Source: an optimization exercise on an open RTL-to-GDS flow (aim: small area, a short achievable clock period and few clock cycles per item). Production flows keep margins and buffers that such runs may drop.
In this exercise RTL edits were held to simulation tests only and were not proved equivalent to the original.

==> run a <==
==> flow/design.v (excerpt) <==
module pvrtc_quad_decoder_unit #(
    parameter int unsigned MAX_WORDS_LOG2 = 10
) (
    input  wire logic         i_clk,
    input  wire logic         i_rst_n,
    input  wire logic         i_valid,
    input  wire logic [275:0] i_in_word,
    output logic              o_stall,
    output logic              o_valid,
    output logic [57:0]       o_out_word,
    input  wire logic         i_stall,
    input  wire logic         i_cfg_valid,
    output logic              o_cfg_ready,
    input  wire logic [1:0]   i_cfg_index,
    input  wire logic [3:0]   i_cfg_data
);
    logic         r_two_bpp, r_flip;
    logic [3:0]   r_across_log2, r_down_log2;
    logic         adv, issue, out_empty;
    logic [127:0] cols;
    logic [19:0]  pos;
    logic [7:0]   codes;
    logic [3:0]   sel4, s2_sel;
    logic         punch, first, row0, last;
    logic [9:0]   quad_x, quad_y;
    logic         s2_valid, s2_punch, s2_first, s2_row0, s2_last, s3_valid;
    logic [38:0]  s2_va, s2_vb;
    assign o_cfg_ready = 1'b1;
    always_ff @(posedge i_clk) begin
        if (!i_rst_n) begin
            r_two_bpp     <= 1'b0;
            r_flip        <= 1'b0;
            r_across_log2 <= 4'd0;
            r_down_log2   <= 4'd0;
        end else if (i_cfg_valid && o_cfg_ready) begin
            case (i_cfg_index)
                2'd0:    r_two_bpp     <= i_cfg_data[0];
                2'd1:    r_flip        <= i_cfg_data[0];
                2'd2:    r_across_log2 <= i_cfg_data;
                default: r_down_log2   <= i_cfg_data;
            endcase
        end
    end
    assign adv = out_empty | ~i_stall;
    pvq_issue #(
        .MAX_WORDS_LOG2(MAX_WORDS_LOG2)
    ) u_issue (
        .i_clk        (i_clk),
        .i_rst_n      (i_rst_n),
        .i_two_bpp    (r_two_bpp),
        .i_valid      (i_valid),
        .i_in_word    (i_in_word),
  ...
==> flow/config.mk <==
export PLATFORM = sky130hd
export DESIGN_NAME = pvrtc_quad_decoder_unit
export DESIGN_NICKNAME = pvrtc_quad_decoder_unit
export VERILOG_FILES = /design/flow/design.v
export SDC_FILE = /design/flow/constraint.sdc
export NUM_CORES = 4
export LEC_CHECK = 0
export CAP_MARGIN = 20
export CORE_MARGIN = 2
export CORE_UTILIZATION = 40
export SLEW_MARGIN = 20
export BUFFER_PORTS_ARGS = -buffer_cell sky130_fd_sc_hd__buf_1
export CTS_BUF_LIST = sky130_fd_sc_hd__clkbuf_16
export CTS_CLUSTER_SIZE = 25
export CTS_CLUSTER_DIAMETER = 80
export SETUP_SLACK_MARGIN = 6.5
==> flow/constraint.sdc <==
create_clock -name core_clock -period 10.0 [get_ports {i_clk}]
set_input_delay 2.0000 -clock core_clock [delete_from_list [all_inputs] [get_ports {i_clk}]]
set_output_delay 2.0000 -clock core_clock [all_outputs]
set_load 0.01 [all_outputs]
standard.sh (not shown) runs the stock make flow with config.mk's settings and CLKGATE_MAP_FILE= SYNTH_SCRIPT=/design/flow/synth_recipe.tcl, a recipe that flattens the netlist after the stock synthesis.
==> flow/flow/run.sh <==
#!/bin/bash
# The standard layout (standard.sh) with three changes to how it is made:
# plain buf_1 cells as the port buffers (buffer_ports otherwise picks delay
# cells); a clock tree of clkbuf_16 in clusters of up to 25 sinks within
# 80 um; and a setup margin for the resizer's timing repair so that it works
# the register-to-register paths below the 10 ns clock.
set -euo pipefail
{
  echo 'export BUFFER_PORTS_ARGS = -buffer_cell sky130_fd_sc_hd__buf_1'
  echo 'export CTS_BUF_LIST = sky130_fd_sc_hd__clkbuf_16'
  echo 'export CTS_CLUSTER_SIZE = 25'
  echo 'export CTS_CLUSTER_DIAMETER = 80'
  echo 'export SETUP_SLACK_MARGIN = 6.5'
} >> config.mk
bash standard.sh > standard.log 2>&1
==> run b: changes against run a <==
--- a/flow/design.v
+++ b/flow/design.v
@@ -69,13 +69,13 @@
         end else begin
             res = b[bi] ? 2'd3 : 2'd0;
         end
         f_code2 = res;
     endfunction
     localparam logic [127:0] MOD_USED = 128'h001f1f3f00f0fcf91f3f0f01fcf8f001;
-    localparam int NPOS = 7;
+    localparam int NPOS = 3;
     logic            r_busy, n_busy, r_stall, r_take, n_out_valid;
     logic [4:0]      n_pos0;
     logic [4:0]      r_pos [NPOS];
     logic [2:0]      r_xe, xa, xb;
     logic [1:0]      r_y, ya, yb, x4, y4;
     logic [275:0]    r_quad;
@@ -106,18 +106,18 @@
             n_busy = 1'b1;
         end else if (issue && last_pix) begin
             n_busy = 1'b0;
         end
     end
     assign {r_y, r_xe} = r_pos[0];
-    assign xa = r_pos[1][2:0];
-    assign ya = r_pos[1][4:3];
-    assign xb = r_pos[2][2:0];
-    assign yb = r_pos[2][4:3];
-    assign x4 = r_pos[2][2:1];
-    assign y4 = r_pos[2][4:3];
+    assign xa = r_pos[0][2:0];
+    assign ya = r_pos[0][4:3];
+    assign xb = r_pos[0][2:0];
+    assign yb = r_pos[0][4:3];
+    assign x4 = r_pos[0][2:1];
+    assign y4 = r_pos[0][4:3];
     assign mods = {r_quad[83:52],  r_quad[147:116], r_quad[211:180], r_quad[275:244]}
                 & MOD_USED;
     assign cols = {r_quad[51:20],  r_quad[115:84],  r_quad[179:148], r_quad[243:212]};
     always_comb begin
         for (int p = 0; p < 32; p++) begin
             q_c[p] = f_code2(mods, cols, 3'(p / 8 + 2), 4'(p % 8 + 4));
@@ -155,13 +155,13 @@
         end
         code4 = q4[{y4, x4}];
         pv4   = cols[{y4[1], x4[1], 5'd0}] ? f_punch(code4) : f_rep(code4);
     end
     always_comb begin
         o_cols = cols;
-        o_pos  = {r_pos[6], r_pos[5], r_pos[4], r_pos[3]};
+        o_pos  = {r_pos[2], r_pos[2], r_pos[1], r_pos[1]};
         if (pv4 > 4'd10) begin
             m4      = pv4 - 4'd10;
             o_punch = ~two;
         end else begin
             m4      = pv4;
             o_punch = 1'b0;
==> run c: changes against run a <==
--- a/flow/design.v
+++ b/flow/design.v
@@ -69,13 +69,13 @@
         end else begin
             res = b[bi] ? 2'd3 : 2'd0;
         end
         f_code2 = res;
     endfunction
     localparam logic [127:0] MOD_USED = 128'h001f1f3f00f0fcf91f3f0f01fcf8f001;
-    localparam int NPOS = 7;
+    localparam int NPOS = 3;
     logic            r_busy, n_busy, r_stall, r_take, n_out_valid;
     logic [4:0]      n_pos0;
     logic [4:0]      r_pos [NPOS];
     logic [2:0]      r_xe, xa, xb;
     logic [1:0]      r_y, ya, yb, x4, y4;
     logic [275:0]    r_quad;
@@ -106,18 +106,18 @@
             n_busy = 1'b1;
         end else if (issue && last_pix) begin
             n_busy = 1'b0;
         end
     end
     assign {r_y, r_xe} = r_pos[0];
-    assign xa = r_pos[1][2:0];
-    assign ya = r_pos[1][4:3];
-    assign xb = r_pos[2][2:0];
-    assign yb = r_pos[2][4:3];
-    assign x4 = r_pos[2][2:1];
-    assign y4 = r_pos[2][4:3];
+    assign xa = r_pos[0][2:0];
+    assign ya = r_pos[0][4:3];
+    assign xb = r_pos[0][2:0];
+    assign yb = r_pos[0][4:3];
+    assign x4 = r_pos[0][2:1];
+    assign y4 = r_pos[0][4:3];
     assign mods = {r_quad[83:52],  r_quad[147:116], r_quad[211:180], r_quad[275:244]}
                 & MOD_USED;
     assign cols = {r_quad[51:20],  r_quad[115:84],  r_quad[179:148], r_quad[243:212]};
     always_comb begin
         for (int p = 0; p < 32; p++) begin
             q_c[p] = f_code2(mods, cols, 3'(p / 8 + 2), 4'(p % 8 + 4));
@@ -155,13 +155,13 @@
         end
         code4 = q4[{y4, x4}];
         pv4   = cols[{y4[1], x4[1], 5'd0}] ? f_punch(code4) : f_rep(code4);
     end
     always_comb begin
         o_cols = cols;
-        o_pos  = {r_pos[6], r_pos[5], r_pos[4], r_pos[3]};
+        o_pos  = {r_pos[2], r_pos[2], r_pos[1], r_pos[1]};
         if (pv4 > 4'd10) begin
             m4      = pv4 - 4'd10;
             o_punch = ~two;
         end else begin
             m4      = pv4;
             o_punch = 1'b0;
--- a/flow/flow/run.sh
+++ b/flow/flow/run.sh
@@ -7,9 +7,9 @@
 set -euo pipefail
 {
   echo 'export BUFFER_PORTS_ARGS = -buffer_cell sky130_fd_sc_hd__buf_1'
   echo 'export CTS_BUF_LIST = sky130_fd_sc_hd__clkbuf_16'
   echo 'export CTS_CLUSTER_SIZE = 25'
   echo 'export CTS_CLUSTER_DIAMETER = 80'
-  echo 'export SETUP_SLACK_MARGIN = 6.5'
+  echo 'export SETUP_SLACK_MARGIN = 6.3'
 } >> config.mk
 bash standard.sh > standard.log 2>&1
Settings changed: SETUP_SLACK_MARGIN 6.5 to 6.3.
==> run d: changes against run a <==
==> flow/flow/run.sh (replaced) <==
#!/bin/bash
# The standard layout (standard.sh) with three changes to how it is made:
# plain buf_1 cells as the port buffers (buffer_ports otherwise picks delay
# cells), clkbuf_8 for the clock tree, and a setup margin for the resizer's
# timing repair so that it works the register-to-register paths below the
# 10 ns clock.
set -euo pipefail
echo 'export BUFFER_PORTS_ARGS = -buffer_cell sky130_fd_sc_hd__buf_1' >> config.mk
echo 'export CTS_BUF_LIST = sky130_fd_sc_hd__clkbuf_8' >> config.mk
echo 'export SETUP_SLACK_MARGIN = 6.5' >> config.mk
bash standard.sh > standard.log 2>&1
Settings changed: CTS_BUF_LIST sky130_fd_sc_hd__clkbuf_16 to sky130_fd_sc_hd__clkbuf_8, CTS_CLUSTER_DIAMETER 80 to default, CTS_CLUSTER_SIZE 25 to default.
==> run notes <==
# fillers approximately 9k; outcome no timing/DRC/antenna violations; dpl cell area around 0.042 mm2; Multi-input gate area ~0.022 mm2; synth unique cells 87; worst reg-to-reg path cell count 13; Synth Area in Simple Gates 8.405%; Synth Area in Compound Gates 11.04%; Mapped Cells roughly 3.5k; Clock transition at path regs 100 ps
(the above is from run c)
==> run notes <==
outcome no timing/DRC/antenna violations; Mapped Cells 3632; Multi-input gate area 0.02302 mm2; dpl cell area around 0.044 mm2; Post-Route Setup TNS 0 ps; # fillers around 9.6k; Synth Area in Compound Gates 10.88%; Synth Area in Simple Gates 8.516%; Clock transition at path regs 100 ps; Slew HR 33.51%; Mapped Nets 4439; Non-Filler Cell Area, Final 0.04616 mm2; worst reg-to-reg path cell count 14; synth unique cells 76
(the above is from run a)
==> run notes <==
Post-Place Cells a little under 5k; Multi-input gate area 0.02225 mm2; Synth top area share 40.00%; outcome no timing/DRC/antenna violations; worst reg-to-reg path cell count 12; Worst Hold Slack 411.6 ps; Synth Area in Compound Gates 11.04%; number of clock-tree buffers in the layout 40; Async SR Flop Fraction 0%; Clock transition at path regs 100 ps; Synth Area in Simple Gates 8.405%; dpl cell area 0.04227 mm2
(the above is from run b)
==> run notes <==
outcome no timing/DRC/antenna violations; Non-Filler Cell Area, Final 0.04687 mm2; fraction of area in registers 36.75%; met1 global-route usage 25.91%; Mapped Cells 3632; Multi-input gate area around 0.023 mm2; Synth Area in Compound Gates 10.88%; Clock transition at path regs 70 ps; worst reg-to-reg path cell count 12; Synth Area in Simple Gates 8.516%; dpl cell area 0.04388 mm2
(the above is from run d)
Testbench counts of run a, summed over its fixed seeds: cycles 38,528, pixels 36,864.
Testbench counts of run b, summed over its fixed seeds: cycles 38,528, pixels 36,864.
Testbench counts of run c, summed over its fixed seeds: cycles 38,528, pixels 36,864.
Testbench counts of run d, summed over its fixed seeds: cycles 38,528, pixels 36,864.

==> separate check: timing with driven ports <==
Ports are ideal in the flow. The routed layouts listed here were re-timed in OpenROAD.
Step 1 assumes that a clkbuf_16 drives the clock port and a buf_2 every other input.
Step 2 also shifts input and output timing later by t, the mid clock arrival at the registers, as if the neighbouring blocks saw the same clock.
Slacks: no drivers / after step 1 / after step 2; pairs: no drivers / after step 1.
| run | t, ns | slack for setup (ns) | latest minus earliest clock arrival (ns) | worst data-port slew with drivers (ns) | cell pins on the clock port's net |
|---|---|---|---|---|---|
| run a | 0.666 | 6.519 / 6.519 / 6.066 | 0.028 / 0.028 | 0.09 | 1 |
| run b | 0.667 | 6.459 / 6.459 / 6.153 | 0.039 / 0.039 | 0.13 | 1 |
| run c | 0.657 | 6.371 / 6.371 / 5.960 | 0.032 / 0.032 | 0.08 | 1 |
| run d | 0.786 | 6.459 / 6.459 / 5.950 | 0.062 / 0.062 | 0.10 | 1 |
After both steps every run listed still meets setup and hold. For run d, which loses most, drivers alone change the setup slack by 0.000 ns; drivers and shift together by -0.509 ns.
